Context: an optimization exercise on an open-source flow, tuned for small area, a short achievable clock period and few clock cycles. The choices shown serve that exercise and are no tape-out recipe. At most, simulation tests tie the RTL to the original design; equivalence was not proved. Power figures rest on the tool's default switching activity, not on a simulated workload.

Design isp_top, start of the top module:
module isp_top (
    input  logic             clk,
    input  logic             rst_n,
    input  logic             in_valid,
    input  logic             in_mode,
    input  isp_pkg::ratio_t  in_ratio_mode,
    input  logic             pix_valid,
    input  isp_pkg::beat_t   pix_data,
    output logic             busy,
    output logic             out_valid,
    output isp_pkg::result_t out_data
);
    logic [7:0] bcnt;       
    logic       mode_q;
    logic [1:0] ratio_q;
    logic       busy_q;
    logic       rmode;      
    logic [1:0] rratio;
    logic       last0;
    assign last0 = pix_valid && (bcnt == 8'd191);
    always_ff @(posedge clk or negedge rst_n) begin
        if (!rst_n) begin
            busy_q <= 1'b0;
        end else if (in_valid) begin
            busy_q <= 1'b1;
        end else if (last0) begin
            busy_q <= 1'b0;
        end
    end
    always_ff @(posedge clk) begin
        if (in_valid) begin
            bcnt    <= '0;
            mode_q  <= in_mode;
            ratio_q <= in_ratio_mode;
        end else if (pix_valid) begin
            bcnt <= last0 ? 8'd0 : bcnt + 8'd1;
        end
        if (last0) begin
            rmode  <= mode_q;
            rratio <= ratio_q;
        end
    end
    assign busy = busy_q;
  ...
Size: ~2300 cells after synthesis, roughly 560 flip-flops.
==> module isp_top, before the edit <==
module isp_top (
    input  logic             clk,
    input  logic             rst_n,
    input  logic             in_valid,
    input  logic             in_mode,
    input  isp_pkg::ratio_t  in_ratio_mode,
    input  logic             pix_valid,
    input  isp_pkg::beat_t   pix_data,
    output logic             busy,
    output logic             out_valid,
    output isp_pkg::result_t out_data
);
    logic [7:0] bcnt;       
    logic       mode_q;
    logic [1:0] ratio_q;
    logic       busy_q;
    logic       rmode;      
    logic [1:0] rratio;
    logic       last0;
    assign last0 = pix_valid && (bcnt == 8'd191);
    always_ff @(posedge clk or negedge rst_n) begin
        if (!rst_n) begin
            busy_q <= 1'b0;
        end else if (in_valid) begin
            busy_q <= 1'b1;
        end else if (last0) begin
            busy_q <= 1'b0;
        end
    end
    always_ff @(posedge clk) begin
        if (in_valid) begin
            bcnt    <= '0;
            mode_q  <= in_mode;
            ratio_q <= in_ratio_mode;
        end else if (pix_valid) begin
            bcnt <= last0 ? 8'd0 : bcnt + 8'd1;
        end
        if (last0) begin
            rmode  <= mode_q;
            rratio <= ratio_q;
        end
    end
    assign busy = busy_q;
    logic red0, green0, blue0, wrow0;
    assign red0   = (bcnt[7:6] == 2'd0);
    assign green0 = (bcnt[7:6] == 2'd1);
    assign blue0  = (bcnt[7:6] == 2'd2);
    assign wrow0  = (bcnt[5:0] >= 6'd26) && (bcnt[5:0] <= 6'd37);
    logic       sat;
    logic [3:0] colmask0;
    logic [7:0] bcnt_n;
    logic [1:0] ratio_n;
    logic       mode_n;
    logic [3:0] thr_n;
    logic [127:0] xbits;
    assign bcnt_n  = in_valid ? 8'd0 : (pix_valid ? (last0 ? 8'd0 : bcnt + 8'd1) : bcnt);
    assign ratio_n = in_valid ? in_ratio_mode : ratio_q;
    assign mode_n  = in_valid ? in_mode : mode_q;
    assign thr_n   = (bcnt_n[7:6] == 2'd1) ? 4'(3 - ratio_n) : 4'(4 - ratio_n);
    always_ff @(posedge clk) begin
        sat <= mode_n && (ratio_n == 2'd3);
        for (int j = 0; j < 4; j++) begin
            colmask0[j] <= (4'(j) >= thr_n);
        end
    end
    always_comb begin
        for (int i = 0; i < 16; i++) begin
            for (int j = 0; j < 7; j++) begin
                xbits[8*i + j] = (j >= 4 || colmask0[j % 4]) && (pix_data[8*i + j] || (sat && pix_data[8*i + 7]));
            end
            xbits[8*i + 7] = !sat && pix_data[8*i + 7];
        end
    end
    logic [10:0] sa, sb;
    isp_exposure_acc i_tree (
        .clk (clk),
        .x   (xbits),
        .sa  (sa),
        .sb  (sb)
    );
    logic        v1, v2, e3;
    logic        first1, first2, last1, last2, g1, g2;
    logic [18:0] acc;     
    logic [10:0] acc_lo;
    logic [7:0]  acc_hi;
    logic [1:0]  acc_k;
    always_ff @(posedge clk or negedge rst_n) begin
        if (!rst_n) begin
            v1    <= 1'b0;
            v2    <= 1'b0;
            e3    <= 1'b0;
        end else begin
            v1    <= pix_valid;
            v2    <= v1;
            e3    <= v2 && last2;
        end
    end
    always_ff @(posedge clk) begin
        last1 <= last0;
        last2 <= last1;
    end
    always_ff @(posedge clk) begin
        first1 <= pix_valid && (bcnt == 8'd0);
        first2 <= first1;
        g1     <= green0;
        g2     <= g1;
        {acc_k, acc_lo} <= 13'(first2 ? 11'd0 : acc_lo)
                         + (!v2 ? 13'd0 : g2 ? 13'(sa) : 13'(sa[10:1]))
                         + (!v2 ? 13'd0 : g2 ? 13'(sb) : 13'(sb[10:1]));
        acc_hi <= first2 ? 8'd0 : acc_hi + 8'(acc_k);
    end
    assign acc = {acc_hi + 8'(acc_k), acc_lo};
    logic [7:0] expo_res;
    always_comb begin
        case (rratio)
            2'd0:    expo_res = {2'b0, acc[18:13]};
            2'd1:    expo_res = {1'b0, acc[18:12]};
            2'd2:    expo_res = acc[18:11];
            default: expo_res = acc[17:10];
        endcase
    end
    logic       wv1, wred1, wend1;
    logic [6:0] wp1 [3];
    always_ff @(posedge clk or negedge rst_n) begin
        if (!rst_n) begin
            wv1    <= 1'b0;
        end else begin
            wv1    <= pix_valid && !mode_q && wrow0;
        end
    end
    always_ff @(posedge clk) begin
        wred1 <= red0;
        wend1 <= blue0 && (bcnt[5:0] == 6'd37);
        for (int j = 0; j < 3; j++) begin
            if (bcnt[0]) begin
                wp1[j] <= green0 ? pix_data[8*j + 1 +: 7] : {1'b0, pix_data[8*j + 2 +: 6]};
            end else begin
                wp1[j] <= green0 ? pix_data[8*(13 + j) + 1 +: 7] : {1'b0, pix_data[8*(13 + j) + 2 +: 6]};
            end
        end
    end
    logic [7:0] ch [3][12];
    logic       pact;         
    logic       chain_en;
    assign chain_en = wv1 || pact;
    always_ff @(posedge clk) begin
        if (chain_en) begin
            for (int j = 0; j < 3; j++) begin
                ch[j][0] <= (wred1 && wv1 ? 8'd0 : ch[j][11]) + (wv1 ? 8'(wp1[j]) : 8'd0);
                for (int k = 1; k < 12; k++) begin
                    ch[j][k] <= ch[j][k-1];
                end
            end
        end
    end
    logic       fdone_p;
    logic [1:0] fres;
    isp_focus_contrast i_contrast (
        .clk   (clk),
        .rst_n (rst_n),
        .start (wv1 && wend1),
        .t0    (ch[0][11]),
        .t1    (ch[1][11]),
        .t2    (ch[2][11]),
        .n0    (ch[0][10]),
        .u0    (ch[0][9]),
        .u1    (ch[1][9]),
        .u2    (ch[2][9]),
        .rot   (pact),
        .done  (fdone_p),
        .res   (fres)
    );
    logic pend, fire, fdone;
    assign fire = (e3 || pend) && (rmode || fdone);
    always_ff @(posedge clk or negedge rst_n) begin
        if (!rst_n) begin
            pend      <= 1'b0;
            fdone     <= 1'b0;
            out_valid <= 1'b0;
            out_data  <= '0;
        end else begin
            pend      <= !fire && (pend || e3);
            fdone     <= !fire && (fdone || fdone_p);
            out_valid <= fire;
            out_data  <= fire ? (rmode ? expo_res : {6'd0, fres}) : 8'd0;
        end
    end
endmodule
==> flow/config.mk <==
export PLATFORM = sky130hd
export DESIGN_NAME = isp_top
export DESIGN_NICKNAME = isp_top
export VERILOG_FILES = /design/flow/design.v
export SDC_FILE = /design/flow/constraint.sdc
export NUM_CORES = 4
export LEC_CHECK = 0
export ABC_AREA = 1
export CAP_MARGIN = 20
export CORE_MARGIN = 2
export CORE_UTILIZATION = 60
export CTS_CLUSTER_DIAMETER = 80
export CTS_CLUSTER_SIZE = 30
export SETUP_SLACK_MARGIN = 5
export SLEW_MARGIN = 20
==> flow/constraint.sdc <==
create_clock -name core_clock -period 8.0 [get_ports {clk}]
set_input_delay 1.6000 -clock core_clock [delete_from_list [all_inputs] [get_ports {clk}]]
set_output_delay 1.6000 -clock core_clock [all_outputs]
set_load 0.01 [all_outputs]
standard.sh (not shown) runs the stock make flow with config.mk's settings and CLKGATE_MAP_FILE= SYNTH_SCRIPT=/design/flow/synth_recipe.tcl, a recipe that flattens the netlist after the stock synthesis.
==> flow/flow/run.sh <==
#!/bin/bash
# The standard layout (standard.sh), with plain buffers (buf_1) on the
# ports instead of the delay buffers buffer_ports picks by default, and
# timing repair aimed at a setup slack of 5.4 ns.
set -euo pipefail
mkdir -p logs
export BUFFER_PORTS_ARGS="-buffer_cell sky130_fd_sc_hd__buf_1"
bash standard.sh SETUP_SLACK_MARGIN=5.4 finish > logs/standard.log 2>&1
Testbench counts at the start, summed over its fixed seeds: cycles 18,626.
Next try:
--- a/flow/design.v
+++ b/flow/design.v
@@ -884,16 +884,10 @@
     logic       rmode;      
     logic [1:0] rratio;
     logic       last0;
     assign last0 = pix_valid && (bcnt == 8'd191);
-    always_ff @(posedge clk or negedge rst_n) begin
-        if (!rst_n) begin
-            busy_q <= 1'b0;
-        end else if (in_valid) begin
-            busy_q <= 1'b1;
-        end else if (last0) begin
-            busy_q <= 1'b0;
-        end
+    always_ff @(posedge clk) begin
+        busy_q <= rst_n && (in_valid || (busy_q && !last0));
     end
     always_ff @(posedge clk) begin
         if (in_valid) begin
             bcnt    <= '0;
@@ -1040,17 +1034,17 @@
     logic pend, fire, fdone;
     assign fire = (e3 || pend) && (rmode || fdone);
     always_ff @(posedge clk or negedge rst_n) begin
         if (!rst_n) begin
-            pend      <= 1'b0;
-            fdone     <= 1'b0;
-            out_valid <= 1'b0;
-            out_data  <= '0;
+            pend  <= 1'b0;
+            fdone <= 1'b0;
         end else begin
-            pend      <= !fire && (pend || e3);
-            fdone     <= !fire && (fdone || fdone_p);
-            out_valid <= fire;
-            out_data  <= fire ? (rmode ? expo_res : {6'd0, fres}) : 8'd0;
+            pend  <= !fire && (pend || e3);
+            fdone <= !fire && (fdone || fdone_p);
         end
     end
+    always_ff @(posedge clk) begin
+        out_valid <= fire;
+        out_data  <= fire ? (rmode ? expo_res : {6'd0, fres}) : 8'd0;
+    end
 endmodule
 `default_nettype wire
The changed run produced a clean layout.
Design area drops by 1.2%.
Final cell count is about the same.
Routed wire length drops by 3.0%.
Combinational power drops by about 6%.
Setup slack gains 24 ps.
Clock power stays flat.
Only the layout flow was run in the second run of this note; the RTL was not checked for function there.

========
== the reference run ==
Another version of the RTL of isp_top (not shown whole).
Size: ~560 flip-flops, ~150 I/O pins, roughly 25000 um^2 of cells after synthesis.
Settings: LEC_CHECK=0, ABC_AREA=1, CAP_MARGIN=20, CORE_MARGIN=2, CORE_UTILIZATION=60, CTS_CLUSTER_DIAMETER=80, CTS_CLUSTER_SIZE=30, SETUP_SLACK_MARGIN=5, SLEW_MARGIN=20; clock period 8.0 ns.
==> flow/flow/run.sh <==
#!/bin/bash
# The standard layout (standard.sh), with plain buffers (buf_1) on the
# ports instead of the delay buffers buffer_ports picks by default, and
# timing repair aimed at a setup slack of 5.3 ns.
set -euo pipefail
mkdir -p logs
export BUFFER_PORTS_ARGS="-buffer_cell sky130_fd_sc_hd__buf_1"
bash standard.sh SETUP_SLACK_MARGIN=5.3 finish > logs/standard.log 2>&1
Testbench counts of the reference run, summed over its fixed seeds: cycles 18,626.
For the trial run, these inputs were changed with respect to the reference run:
--- a/flow/design.v
+++ b/flow/design.v
@@ -851,23 +851,23 @@
         q183 <= c116;
         q184 <= c118;
         q185 <= c120;
         q186 <= s127;
         q187 <= c78;
         q188 <= c80;
         q189 <= c122;
         q190 <= c124;
         q191 <= c126;
         q192 <= c128;
         sa <= {c254, s281, s279, s277, s275, s273, s271, s269, s255, s225, q129};
-        sb <= {c282, c280, c278, c276, c274, c272, c270, 1'b1, 1'b1, 1'b1, q130};
+        sb <= {c282, c280, c278, c276, c274, c272, c270, 1'b0, 1'b0, 1'b0, q130};
     end
 endmodule
 `default_nettype wire
 `timescale 1ns/1ps
 `default_nettype none
 module isp_top (
     input  logic             clk,
     input  logic             rst_n,
     input  logic             in_valid,
     input  logic             in_mode,
     input  isp_pkg::ratio_t  in_ratio_mode,
@@ -877,24 +877,30 @@
     output logic             out_valid,
     output isp_pkg::result_t out_data
 );
     logic [7:0] bcnt;       
     logic       mode_q;
     logic [1:0] ratio_q;
     logic       busy_q;
     logic       rmode;      
     logic [1:0] rratio;
     logic       last0;
     assign last0 = pix_valid && (bcnt == 8'd191);
-    always_ff @(posedge clk) begin
-        busy_q <= rst_n && (in_valid || (busy_q && !last0));
+    always_ff @(posedge clk or negedge rst_n) begin
+        if (!rst_n) begin
+            busy_q <= 1'b0;
+        end else if (in_valid) begin
+            busy_q <= 1'b1;
+        end else if (last0) begin
+            busy_q <= 1'b0;
+        end
     end
     always_ff @(posedge clk) begin
         if (in_valid) begin
             bcnt    <= '0;
             mode_q  <= in_mode;
             ratio_q <= in_ratio_mode;
         end else if (pix_valid) begin
             bcnt <= last0 ? 8'd0 : bcnt + 8'd1;
         end
         if (last0) begin
             rmode  <= mode_q;
@@ -924,33 +930,31 @@
             colmask0[j] <= (4'(j) >= thr_n);
         end
     end
     always_comb begin
         for (int i = 0; i < 16; i++) begin
             for (int j = 0; j < 7; j++) begin
                 xbits[8*i + j] = (j >= 4 || colmask0[j % 4]) && (pix_data[8*i + j] || (sat && pix_data[8*i + 7]));
             end
             xbits[8*i + 7] = !sat && pix_data[8*i + 7];
         end
     end
-    logic [10:0] sa, sb, sa_n, sb_n;
+    logic [10:0] sa, sb;
     isp_exposure_acc i_tree (
         .clk (clk),
-        .x   (~xbits),
-        .sa  (sa_n),
-        .sb  (sb_n)
+        .x   (xbits),
+        .sa  (sa),
+        .sb  (sb)
     );
-    assign sa = ~sa_n;
-    assign sb = ~sb_n;
     logic        v1, v2, e3;
-    logic        first1, first2, last1, last2, g1, sf2, sh2;
+    logic        first1, first2, last1, last2, g1, g2;
     logic [18:0] acc;     
     logic [10:0] acc_lo;
     logic [7:0]  acc_hi;
     logic [1:0]  acc_k;
     always_ff @(posedge clk or negedge rst_n) begin
         if (!rst_n) begin
             v1    <= 1'b0;
             v2    <= 1'b0;
             e3    <= 1'b0;
         end else begin
             v1    <= pix_valid;
@@ -958,27 +962,26 @@
             e3    <= v2 && last2;
         end
     end
     always_ff @(posedge clk) begin
         last1 <= last0;
         last2 <= last1;
     end
     always_ff @(posedge clk) begin
         first1 <= pix_valid && (bcnt == 8'd0);
         first2 <= first1;
         g1     <= green0;
-        sf2    <= v1 && g1;
-        sh2    <= v1 && !g1;
+        g2     <= g1;
         {acc_k, acc_lo} <= 13'(first2 ? 11'd0 : acc_lo)
-                         + (13'(sa & {11{sf2}}) | 13'(sa[10:1] & {10{sh2}}))
-                         + (13'(sb & {11{sf2}}) | 13'(sb[10:1] & {10{sh2}}));
+                         + (!v2 ? 13'd0 : g2 ? 13'(sa) : 13'(sa[10:1]))
+                         + (!v2 ? 13'd0 : g2 ? 13'(sb) : 13'(sb[10:1]));
         acc_hi <= first2 ? 8'd0 : acc_hi + 8'(acc_k);
     end
     assign acc = {acc_hi + 8'(acc_k), acc_lo};
     logic [7:0] expo_res;
     always_comb begin
         case (rratio)
             2'd0:    expo_res = {2'b0, acc[18:13]};
             2'd1:    expo_res = {1'b0, acc[18:12]};
             2'd2:    expo_res = acc[18:11];
             default: expo_res = acc[17:10];
         endcase
@@ -1030,24 +1033,24 @@
         .u0    (ch[0][9]),
         .u1    (ch[1][9]),
         .u2    (ch[2][9]),
         .rot   (pact),
         .done  (fdone_p),
         .res   (fres)
     );
     logic pend, fire, fdone;
     assign fire = (e3 || pend) && (rmode || fdone);
     always_ff @(posedge clk or negedge rst_n) begin
         if (!rst_n) begin
-            pend  <= 1'b0;
-            fdone <= 1'b0;
+            pend      <= 1'b0;
+            fdone     <= 1'b0;
+            out_valid <= 1'b0;
+            out_data  <= '0;
         end else begin
-            pend  <= !fire && (pend || e3);
-            fdone <= !fire && (fdone || fdone_p);
+            pend      <= !fire && (pend || e3);
+            fdone     <= !fire && (fdone || fdone_p);
+            out_valid <= fire;
+            out_data  <= fire ? (rmode ? expo_res : {6'd0, fres}) : 8'd0;
         end
     end
-    always_ff @(posedge clk) begin
-        out_valid <= fire;
-        out_data  <= fire ? (rmode ? expo_res : {6'd0, fres}) : 8'd0;
-    end
 endmodule
 `default_nettype wire
Findings:
Against the reference run, the trial run comes in 0.12 mW higher on power.
First-pass GRT wire length of the trial run exceeds that of the reference run by a few percent.
Comparing the trial run with the reference run, the die area came out essentially unchanged.
The trial run against the reference run; area taken by multi-input logic gates is up slightly.
From the reference run to the trial run the numbers moved as follows: total global-route track usage now larger, post-synthesis instance total higher, count of maximum capacitance violations ~0 delta, sequential share of layout area saw a decrease.
The trial run vs the reference run — detailed-routed wire length on met3 rose about 40%.
Going from the reference run to the trial run, the number of clock buffers in the layout was found to have gone up by 2.
On die width, the trial run tracks the reference run almost exactly.
On area overhead of the layout relative to synthesis: the trial run sits above the reference run.
Testbench counts of the trial run, summed over its fixed seeds: cycles 18,626.

==> afterwards: timing with drivers on the ports <==
How much do the figures lean on ideal ports? The routed layouts below were timed once more, with nothing changed but the port constraints. Step 1 assumes that a clkbuf_16 drives the clock port and a buf_2 every other input. Step 2 moves the port delays by t, midway between the first and last clock arrival at a register: inputs arrive t later, outputs are due t later. That takes back most of the time a late clock gives input paths. Slacks: ideal ports / drivers / drivers and shift; pairs: ideal ports / drivers.
run	t (ns)	setup WS [ns]	worst register clock-pin slew, ns	worst data-port slew with drivers (ns)	pins driven straight from the clock port
the first run of note 1	0.666	5.278 / 5.219 / 4.746	0.11 / 0.11	0.05	1
the second run of note 1	0.671	5.302 / 5.263 / 4.731	0.11 / 0.11	0.06	1
the reference run	0.645	5.313 / 5.297 / 4.704	0.11 / 0.11	0.04	1
the trial run	0.663	5.276 / 5.215 / 4.701	0.11 / 0.11	0.04	1
After both steps setup and hold are still met in every run listed. For the reference run, which loses most, drivers alone change the setup slack by -0.016 ns; drivers and shift together by -0.609 ns.
